Context: an optimization exercise on an open-source flow, tuned for small area, a short achievable clock period and few clock cycles. The choices shown serve that exercise and are no tape-out recipe. Function not checked in this run: the RTL went through the layout flow alone.

### design/flow/config.mk
export PLATFORM = sky130hd
export DESIGN_NAME = trialign_top
export DESIGN_NICKNAME = trialign_top
export VERILOG_FILES = /design/flow/design.v
export SDC_FILE = /design/flow/constraint.sdc
export NUM_CORES = 4
export LEC_CHECK = 0
export CAP_MARGIN = 40
export CORE_MARGIN = 2
export CORE_UTILIZATION = 30
export PLACE_DENSITY = 0.4
export SLEW_MARGIN = 40
### design/flow/constraint.sdc
create_clock -name core_clock -period 24.0 [get_ports {CLK}]
set_input_delay 4.8000 -clock core_clock [delete_from_list [all_inputs] [get_ports {CLK}]]
set_output_delay 4.8000 -clock core_clock [all_outputs]
set_load 0.01 [all_outputs]
### design/flow/design.v
package trialign_pkg;
  localparam int LEN_A_MAX  = 64;
  localparam int LEN_BC_MAX = 8;
  localparam int SYM_BITS     = 4;
  localparam int SCORE_BITS   = 12;
  localparam int A_ADDR_BITS  = 6;
  localparam int BC_ADDR_BITS = 3;
  localparam int LEN_A_BITS   = 7;
  localparam int LEN_BC_BITS  = 4;
  localparam int E_BITS  = 6;
  localparam int E_BASE  = 6;
  localparam int NCOL    = LEN_BC_MAX + 1;
  localparam logic [1:0] ST_IDLE = 2'd0;
  localparam logic [1:0] ST_LOAD = 2'd1;
  localparam logic [1:0] ST_RUN  = 2'd2;
  localparam logic [1:0] ST_RES  = 2'd3;
endpackage
`timescale 1ns/1ns
import trialign_pkg::*;
module seq_fetch (
  input  logic                                  CLK,
  input  logic                                  load0_i,
  input  logic                                  load_i,
  input  logic [trialign_pkg::BC_ADDR_BITS-1:0] idx_i,
  input  logic [trialign_pkg::SYM_BITS-1:0]     b_sym_i,
  input  logic [trialign_pkg::SYM_BITS-1:0]     c_sym_i,
  input  logic                                  swap_i,
  output logic [trialign_pkg::LEN_BC_MAX*trialign_pkg::SYM_BITS-1:0] col_o,
  output logic [trialign_pkg::LEN_BC_MAX*trialign_pkg::SYM_BITS-1:0] row_o
);
  logic [SYM_BITS-1:0] b_regs [LEN_BC_MAX];
  logic [SYM_BITS-1:0] c_regs [LEN_BC_MAX];
  always_ff @(posedge CLK) begin
    if (load0_i) begin
      b_regs[0] <= b_sym_i;
      c_regs[0] <= c_sym_i;
    end
    if (load_i) begin
      b_regs[idx_i] <= b_sym_i;
      c_regs[idx_i] <= c_sym_i;
    end
  end
  always_comb begin
    for (int n = 0; n < LEN_BC_MAX; n++) begin
      col_o[n*SYM_BITS +: SYM_BITS] = swap_i ? b_regs[n] : c_regs[n];
      row_o[n*SYM_BITS +: SYM_BITS] = swap_i ? c_regs[n] : b_regs[n];
    end
  end
endmodule
`timescale 1ns/1ns
import trialign_pkg::*;
module plane_store (
  input  logic                                               CLK,
  input  logic [trialign_pkg::NCOL*trialign_pkg::E_BITS-1:0] row_i,
  input  logic [2:0]                                         lm1_i,
  output logic [trialign_pkg::NCOL*trialign_pkg::E_BITS-1:0] last_o,
  output logic [trialign_pkg::NCOL*trialign_pkg::E_BITS-1:0] back_o
);
  localparam int W = NCOL * E_BITS;
  logic [W-1:0] sr [1:LEN_BC_MAX+1];
  always_ff @(posedge CLK) begin
    sr[1] <= row_i;
    for (int m = 2; m <= LEN_BC_MAX + 1; m++) sr[m] <= sr[m-1];
  end
  assign last_o = sr[1];
  always_comb begin
    case (lm1_i)
      3'd0:    back_o = sr[2];
      3'd1:    back_o = sr[3];
      3'd2:    back_o = sr[4];
      3'd3:    back_o = sr[5];
      3'd4:    back_o = sr[6];
      3'd5:    back_o = sr[7];
      3'd6:    back_o = sr[8];
      default: back_o = sr[9];
    endcase
  end
endmodule
`timescale 1ns/1ns
import trialign_pkg::*;
module cell_score (
  input  logic [trialign_pkg::NCOL*trialign_pkg::E_BITS-1:0] p_i,
  input  logic [trialign_pkg::NCOL*trialign_pkg::E_BITS-1:0] pp_i,
  input  logic [trialign_pkg::NCOL*trialign_pkg::E_BITS-1:0] rw_i,
  input  logic                                               first_row_i,
  input  logic                                               eq_ar_i,
  input  logic [trialign_pkg::NCOL-1:1]                      eq_ac_i,
  input  logic [trialign_pkg::NCOL-1:1]                      eq_rc_i,
  output logic [trialign_pkg::NCOL*trialign_pkg::E_BITS-1:0] row_o
);
  typedef logic [E_BITS-1:0] e_t;
  function automatic e_t emax(input e_t x, input e_t y);
    emax = (x > y) ? x : y;
  endfunction
  e_t p  [NCOL];
  e_t pp [NCOL];
  e_t rw [NCOL];
  e_t dom [NCOL];    
  e_t var_ [NCOL];   
  e_t pre [4][NCOL];
  e_t e   [NCOL];
  always_comb begin
    for (int k = 0; k < NCOL; k++) begin
      p[k]  = p_i[k*E_BITS +: E_BITS];
      pp[k] = pp_i[k*E_BITS +: E_BITS];
      rw[k] = rw_i[k*E_BITS +: E_BITS];
    end
    var_[0] = first_row_i ? e_t'(E_BASE)
                          : emax(emax(p[0], rw[0]), pp[0] + e_t'(1) + e_t'(eq_ar_i));
    dom[0]  = '0;
    for (int k = 1; k < NCOL; k++) begin
      dom[k]  = emax(emax(p[k], rw[k]), pp[k] + e_t'(1) + e_t'(eq_ar_i));
      var_[k] = emax(emax(pp[k-1] + e_t'(3) + e_t'(eq_ar_i) + e_t'(eq_ac_i[k]) + e_t'(eq_rc_i[k]),
                          p[k-1] + e_t'(1) + e_t'(eq_ac_i[k])),
                     rw[k-1] + e_t'(1) + e_t'(eq_rc_i[k]));
    end
    for (int k = 0; k < NCOL; k++) pre[0][k] = var_[k];
    for (int s = 0; s < 3; s++) begin
      for (int k = 0; k < NCOL; k++) begin
        if (((k >> s) & 1) == 1)
          pre[s+1][k] = emax(pre[s][k], pre[s][((k >> (s+1)) << (s+1)) + (1 << s) - 1]);
        else
          pre[s+1][k] = pre[s][k];
      end
    end
    for (int k = 0; k < NCOL; k++) begin
      if (k == 8) e[k] = emax(dom[k], emax(pre[3][k], pre[3][7]));
      else        e[k] = emax(dom[k], pre[3][k]);
      row_o[k*E_BITS +: E_BITS] = e[k];
    end
  end
endmodule
`timescale 1ns/1ns
import trialign_pkg::*;
module trialign_top (
  input  logic                                       CLK,
  input  logic                                       rst,
  input  logic                                       start_i,
  input  logic [trialign_pkg::LEN_A_BITS-1:0]         len_a_i,
  input  logic [trialign_pkg::LEN_BC_BITS-1:0]        len_b_i,
  input  logic [trialign_pkg::LEN_BC_BITS-1:0]        len_c_i,
  input  logic [trialign_pkg::SYM_BITS-1:0]           a_sym_i,
  input  logic [trialign_pkg::SYM_BITS-1:0]           b_sym_i,
  input  logic [trialign_pkg::SYM_BITS-1:0]           c_sym_i,
  input  logic                                       score_ready_i,
  output logic [trialign_pkg::A_ADDR_BITS-1:0]        a_addr_o,
  output logic [trialign_pkg::BC_ADDR_BITS-1:0]       b_addr_o,
  output logic [trialign_pkg::BC_ADDR_BITS-1:0]       c_addr_o,
  output logic                                       busy_o,
  output logic signed [trialign_pkg::SCORE_BITS-1:0]  score_o,
  output logic                                       score_valid_o
);
  localparam int W = NCOL * E_BITS;
  typedef logic [E_BITS-1:0] e_t;
  logic [2:0]             state;
  logic [2:0]             ld_cnt;
  logic [LEN_A_BITS-1:0]  la_q;
  logic [LEN_BC_BITS-1:0] lb_q;
  logic [LEN_BC_BITS-1:0] lc_q;
  logic                   swap_q;
  logic [2:0]             lm1_q;       
  logic [LEN_BC_BITS-1:0] lcol_q;      
  logic [9:0]             k_q;         
  logic [LEN_A_BITS-1:0]  i_q;
  logic [LEN_BC_BITS-1:0] j_q;
  logic                   first_plane;
  logic                   first_row;
  logic [SYM_BITS-1:0]    a_nxt;
  logic [SYM_BITS-1:0]    a_cur;
  logic                   eq_ar_q;
  logic [NCOL-1:1]        eq_ac_q;
  logic [NCOL-1:1]        eq_rc_q;
  logic [W-1:0]           pp_q;
  e_t                     res_e;
  logic [LEN_BC_MAX*SYM_BITS-1:0] col_sym;
  logic [LEN_BC_MAX*SYM_BITS-1:0] row_sym;
  logic [W-1:0] back, last, p_eff, pp_eff, rw_eff, row;
  logic         start_ok, loaded, row_end, job_end, slot_free, new_res;
  logic [SYM_BITS-1:0] rs_next;
  e_t           res_src, fin;
  localparam logic [2:0] S_IDLE = 3'd0;
  localparam logic [2:0] S_LOAD = 3'd1;
  localparam logic [2:0] S_RUN  = 3'd2;
  localparam logic [2:0] S_RES  = 3'd3;
  localparam logic [2:0] S_WAIT = 3'd4;
  assign start_ok  = start_i && !busy_o;
  assign loaded    = (lb_q <= {1'b0, ld_cnt} + 4'd1) && (lc_q <= {1'b0, ld_cnt} + 4'd1);
  assign row_end   = (j_q[2:0] == lm1_q + 3'd1) && (j_q != '0);
  assign job_end   = row_end && (i_q == la_q);
  assign slot_free = !score_valid_o || score_ready_i;
  assign new_res   = ((state == S_RES) && slot_free) || ((state == S_WAIT) && score_ready_i);
  assign a_addr_o = i_q[A_ADDR_BITS-1:0];
  assign b_addr_o = ld_cnt;
  assign c_addr_o = ld_cnt;
  seq_fetch u_fetch (
    .CLK     (CLK),
    .load0_i (!busy_o),
    .load_i  (state == S_LOAD),
    .idx_i   (ld_cnt),
    .b_sym_i (b_sym_i),
    .c_sym_i (c_sym_i),
    .swap_i  (swap_q),
    .col_o   (col_sym),
    .row_o   (row_sym)
  );
  plane_store u_store (
    .CLK    (CLK),
    .row_i  (row),
    .lm1_i  (lm1_q),
    .last_o (last),
    .back_o (back)
  );
  assign p_eff  = first_plane ? '0 : back;
  assign rw_eff = first_row ? '0 : last;
  assign pp_eff = first_row ? '0 : pp_q;
  cell_score u_score (
    .p_i         (p_eff),
    .pp_i        (pp_eff),
    .rw_i        (rw_eff),
    .first_row_i (first_row),
    .eq_ar_i     (eq_ar_q),
    .eq_ac_i     (eq_ac_q),
    .eq_rc_i     (eq_rc_q),
    .row_o       (row)
  );
  assign rs_next = row_sym[j_q[2:0]*SYM_BITS +: SYM_BITS];
  always_ff @(posedge CLK) begin
    pp_q  <= p_eff;
    a_nxt <= a_sym_i;
    if (start_ok) begin
      la_q <= len_a_i;
      lb_q <= len_b_i;
      lc_q <= len_c_i;
    end
    if (state == S_LOAD) begin
      swap_q <= (lc_q < lb_q);
      lm1_q  <= (lc_q < lb_q) ? 3'(lc_q - 4'd1) : 3'(lb_q - 4'd1);
      lcol_q <= (lc_q < lb_q) ? lb_q : lc_q;
      k_q    <= 10'd18 + {1'b0, la_q, 2'b00} + {4'b0, lb_q, 2'b00} + {4'b0, lc_q, 2'b00};
    end
    eq_ar_q <= (a_cur == rs_next);
    for (int k = 1; k < NCOL; k++) begin
      eq_rc_q[k] <= (rs_next == col_sym[(k-1)*SYM_BITS +: SYM_BITS]);
    end
    if (start_ok) begin
      i_q         <= '0;
      j_q         <= '0;
      first_plane <= 1'b1;
      first_row   <= 1'b1;
    end else if (state == S_RUN) begin
      if (row_end) begin
        j_q         <= '0;
        first_row   <= 1'b1;
        i_q         <= i_q + 1'b1;
        first_plane <= 1'b0;
        a_cur       <= a_nxt;
        for (int k = 1; k < NCOL; k++) begin
          eq_ac_q[k] <= (a_nxt == col_sym[(k-1)*SYM_BITS +: SYM_BITS]);
        end
      end else begin
        j_q       <= j_q + 1'b1;
        first_row <= 1'b0;
      end
    end
    if (state == S_RES) res_e <= res_src;
    if (new_res) score_o <= SCORE_BITS'(fin) + SCORE_BITS'({fin, 1'b0}) - SCORE_BITS'(k_q);
  end
  assign res_src = last[lcol_q*E_BITS +: E_BITS];
  assign fin     = (state == S_WAIT) ? res_e : res_src;
  always_ff @(posedge CLK or posedge rst) begin
    if (rst) begin
      state         <= S_IDLE;
      ld_cnt        <= '0;
      busy_o        <= 1'b0;
      score_valid_o <= 1'b0;
    end else begin
      if (new_res) begin
        score_valid_o <= 1'b1;
      end else if (score_ready_i) begin
        score_valid_o <= 1'b0;
      end
      case (state)
        S_LOAD: begin
          if (loaded) begin
            state  <= S_RUN;
            ld_cnt <= '0;
          end else begin
            ld_cnt <= ld_cnt + 1'b1;
          end
        end
        S_RUN: begin
          if (job_end) begin
            state  <= S_RES;
            busy_o <= score_valid_o;
          end
        end
        S_RES: begin
          if (slot_free) begin
            state  <= S_IDLE;
            busy_o <= 1'b0;
          end else begin
            state <= S_WAIT;
          end
        end
        S_WAIT: begin
          if (score_ready_i) begin
            state  <= S_IDLE;
            busy_o <= 1'b0;
          end
        end
        default: ;
      endcase
      if (start_ok) begin
        state  <= S_LOAD;
        busy_o <= 1'b1;
        ld_cnt <= 3'd1;
      end
    end
  end
endmodule
### design/flow/run.sh
#!/bin/bash
# synth_recipe.tcl (not shown) runs the flow's synth.tcl, then flattens the netlist and writes it again
# the make line also repeats each setting of config.mk as NAME=value (left out here)
make -C /OpenROAD-flow-scripts/flow DESIGN_CONFIG=/design/flow/config.mk WORK_HOME=/design/flow/orfs CLKGATE_MAP_FILE= SYNTH_SCRIPT=/design/flow/synth_recipe.tcl finish
==> out/qor.txt <==
Vias = 27260
GPL Wtd Cong = 0.8668
M1 WL = 54.88 mm
Largest area contributor in the netlist = dfxtp_1
Top cells by count, synth = 566 x dfxtp_1, 416 x ha_1, 384 x inv_1
Finished Layout Cells = 5592
Final WL = 111.9 mm
Hold Crit Depth = 0
Die Wd = 362.1 um
Initial antenna violation count = 5
Synth-to-Final Area Change = 13.66%
Synth top area share = 0.2945
Fillers = 12870
Worst Setup End Kind = flop
Total track usage = 0.1703
Clk latency of the worst-skew pair = 0.66 ns
Final hold vios = 0
Antenna Cells = 0
Setup TNS = 0 ns
Met2 WL post-DR = 49.48 mm
CTS buffer count = 81
Clock Root Buffer = clkbuf_16
Setup crit start kind = flop
Detail Route met3 WL = 4.225 mm
Initial Utilization = 0.3021
Mean Syn Cell Area = 10.08 um2
WL/cell = 20.01 um
Slew @ Worst Pin = 0.9285 ns
RSZ-0062 raised after global routing = no
Post-DP Area = 40980 um2
Post-Syn Instances = 3817
WP data required = 24.52 ns
Tcrit/Tclk final = 0.7145
First-pass GRT wire length = 171.3 mm
Status = timing/DRC/antenna clean
Mapped Area = 38470 um2
Synth Net Count = 4290
Top_reg_cell synth = dfxtp_1
CTS H-tree lvls = 3
Via-per-instance ratio = 4.875
Clk slew on worst S/H paths = 0.06 ns
I/O Buffers = 56
#FFs+latches synth = 698
Min-delay worst type = flop to flop
Clk buf depth = 3
DRC errors left = 0
Grt ovf = 0
Die Area = 131100 um2
FP Rows = 131
Slew headroom = 0.3745
Die height = 362.1 um
Highest routed layer = met5
Clock skew = 0.03478 ns
DR iter-0 viols = 1469
R2r endpoint = u_store.sr[1][52]$_DFF_P_
Post-DRT Antenna Nets = 0
Tmin final = 17.15 ns
CP max FO = 28
Post-CTS Repair Setup Buffers = 0
Max-slew violation count = 0
Ranking of synthesized cells by area = dfxtp_1 29%, ha_1 14%, edfxtp_1 9.7%, mux2_2 4.9%, xnor2_1 3.8%
Cell count of the worst reg-to-reg path = 69
HP Start = u_store.sr[6][28]$_DFF_P_
Worst Path Arrival = 17.67 ns
Number of iterations in the first detailed-routing pass = 6
Crit-path most repeated cell = ha_1
Post-CTS sizing = 0
EDFF count, synth = 124
Hold buffers post-CTS = 0
I/O pin cnt = 57
Vias in the first global route = 27660
Worst hold endpoint = u_store.sr[7][28]$_DFF_P_
Achievable Freq = 0.05831 GHz
Most common cell in the netlist = dfxtp_1
CTS tree = done
Crit Path Category = flop to flop
Crit-path slowest cell = clkinv_1
Post-synthesis sequential area ratio = 0.3965
Final Instance Area = 43720 um2
Max-Cap Viols = 0
Placed insts = 5447
Yosys Warn Count = 12
Final setup viols = 0
Synth unique cells = 94
Reg-to-reg startpoint = lm1_q[2]$_DFFE_PP_
Setup slack, reg-to-reg = 6.85 ns
Post-synth ARST share = 0.01146
Clock sink total = 698
Layout cells sized above 1 = 0.1115
Pin count of the biggest net entering global routing = 142
Final core occ = 0.3433
Final net count = 4342
Crit path largest cell delay = 0.66 ns
Core Box Area = 127400 um2
Post-DP HPWL = 83.10 mm
## final cells by class
cell class | instances | area [um2] | area share
Inverter | 387 | 1453 | 0.03322
Clock buffer | 107 | 2281 | 0.05217
Sequential cell | 698 | 15260 | 0.3491
Timing Repair Buffer | 93 | 877.1 | 0.02006
Tap cell | 1662 | 2079 | 0.04756
Clock inverter | 37 | 366.6 | 0.008384
Multi-Input combinational cell | 2608 | 21410 | 0.4896
## layer usage
layer | vias up | global-route usage
li1 | 13700 | -
met1 | 12950 | 0.2373
met2 | 464 | 0.2697
met3 | 146 | 0.02439
met4 | 4 | 0.05523
met5 | - | 0
## worst max-delay path by stage
stage                           startpoint                        end  slack (ns)
floorplan           first_row$_SDFFE_PP1N_  u_store.sr[1][52]$_DFF_P_        8.34
detailed placement      lm1_q[2]$_DFFE_PP_  u_store.sr[1][52]$_DFF_P_        7.20
finish                  lm1_q[2]$_DFFE_PP_  u_store.sr[1][52]$_DFF_P_        6.85
global placement        lm1_q[0]$_DFFE_PP_  u_store.sr[1][52]$_DFF_P_        6.99
global route            lm1_q[2]$_DFFE_PP_  u_store.sr[1][52]$_DFF_P_        5.40
CTS                     lm1_q[2]$_DFFE_PP_  u_store.sr[1][52]$_DFF_P_        7.16
## critical path: cells and delay by family, from the launching register on
kind                     cells  cell delay (ns)
AO/OA/AOI/OAI               26             5.66
flip-flops                   1             0.40
multiplexers                 6             2.21
adder cells (fa/ha/maj)     11             3.54
buffers and inverters        8             2.10
AND/OR/NAND/NOR             18             3.05
## registers in the layout, summed over array words and instances, names as in the netlist, 4 cells and up
register and flops:
a_cur 4, a_nxt 4, eq_ac_q 8, eq_rc_q 8, i_q 7, j_q 4
k_q 8, la_q 7, lb_q 4, lc_q 4, lcol_q 4, pp_q 54
res_e 6, score_o 11, u_fetch.b_regs 32, u_fetch.c_regs 32, u_store.sr 486
## cells by family after synthesis
kind of cell             share of synthesized area
AND/OR/NAND/NOR                             0.1058
multiplexers                                0.1072
AO/OA/AOI/OAI                               0.1351
XOR/XNOR                                   0.05145
flip-flops                                  0.3965
adder cells (fa/ha/maj)                     0.1512
buffers and inverters                      0.05269
## stage by stage
step           setup WS, ns  hold slack [ns]
2_1_floorplan         8.339           0.3230
3_3_place_gp          6.987           0.3290
3_5_place_dp          7.204           0.3306
4_1_cts               7.157           0.3282
5_1_grt               5.400           0.3440
6_report              6.851           0.3308
## placed cells by master, fill, tap and decap left out, types with 25 or more instances in the layout
cell type	n
a22oi_1	44
clkbuf_16	83
a222oi_1	50
xnor2_1	167
fa_1	26
a21o_1	54
clkdlybuf4s50_1	56
edfxtp_1	124
o22ai_1	25
mux2_2	169
inv_1	382
nand2_1	185
nand2b_1	113
mux4_2	32
dfxtp_1	564
nor2b_1	110
buf_4	30
ha_1	412
a21oi_1	209
mux2i_1	144
nand3_1	81
o21a_1	48
o21ai_0	162
xor2_1	59
nor2_1	167

separate check: timing with driven ports:
In the flow no input, the clock included, has a driving cell. The finished layout below was timed again as built, in two steps. Step 1: set_driving_cell puts a clkbuf_16 on CLK and a buf_2 on each other input, an assumption about the parent block. Step 2 times the ports against the registers' clock, not the clock port: input delays grow and output delays shrink by t, the midpoint of the rising clock arrivals with the driver on. Slacks: ideal ports / drivers / drivers and shift; pairs: ideal ports / drivers.
shift t [ns]: 0.712
setup slack, ns: 6.851 / 6.851 / 6.851
worst setup path after step 2: register to register
After both steps this run still meets setup and hold. For this run, drivers alone change the setup slack by 0.000 ns; drivers and shift together by 0.000 ns.
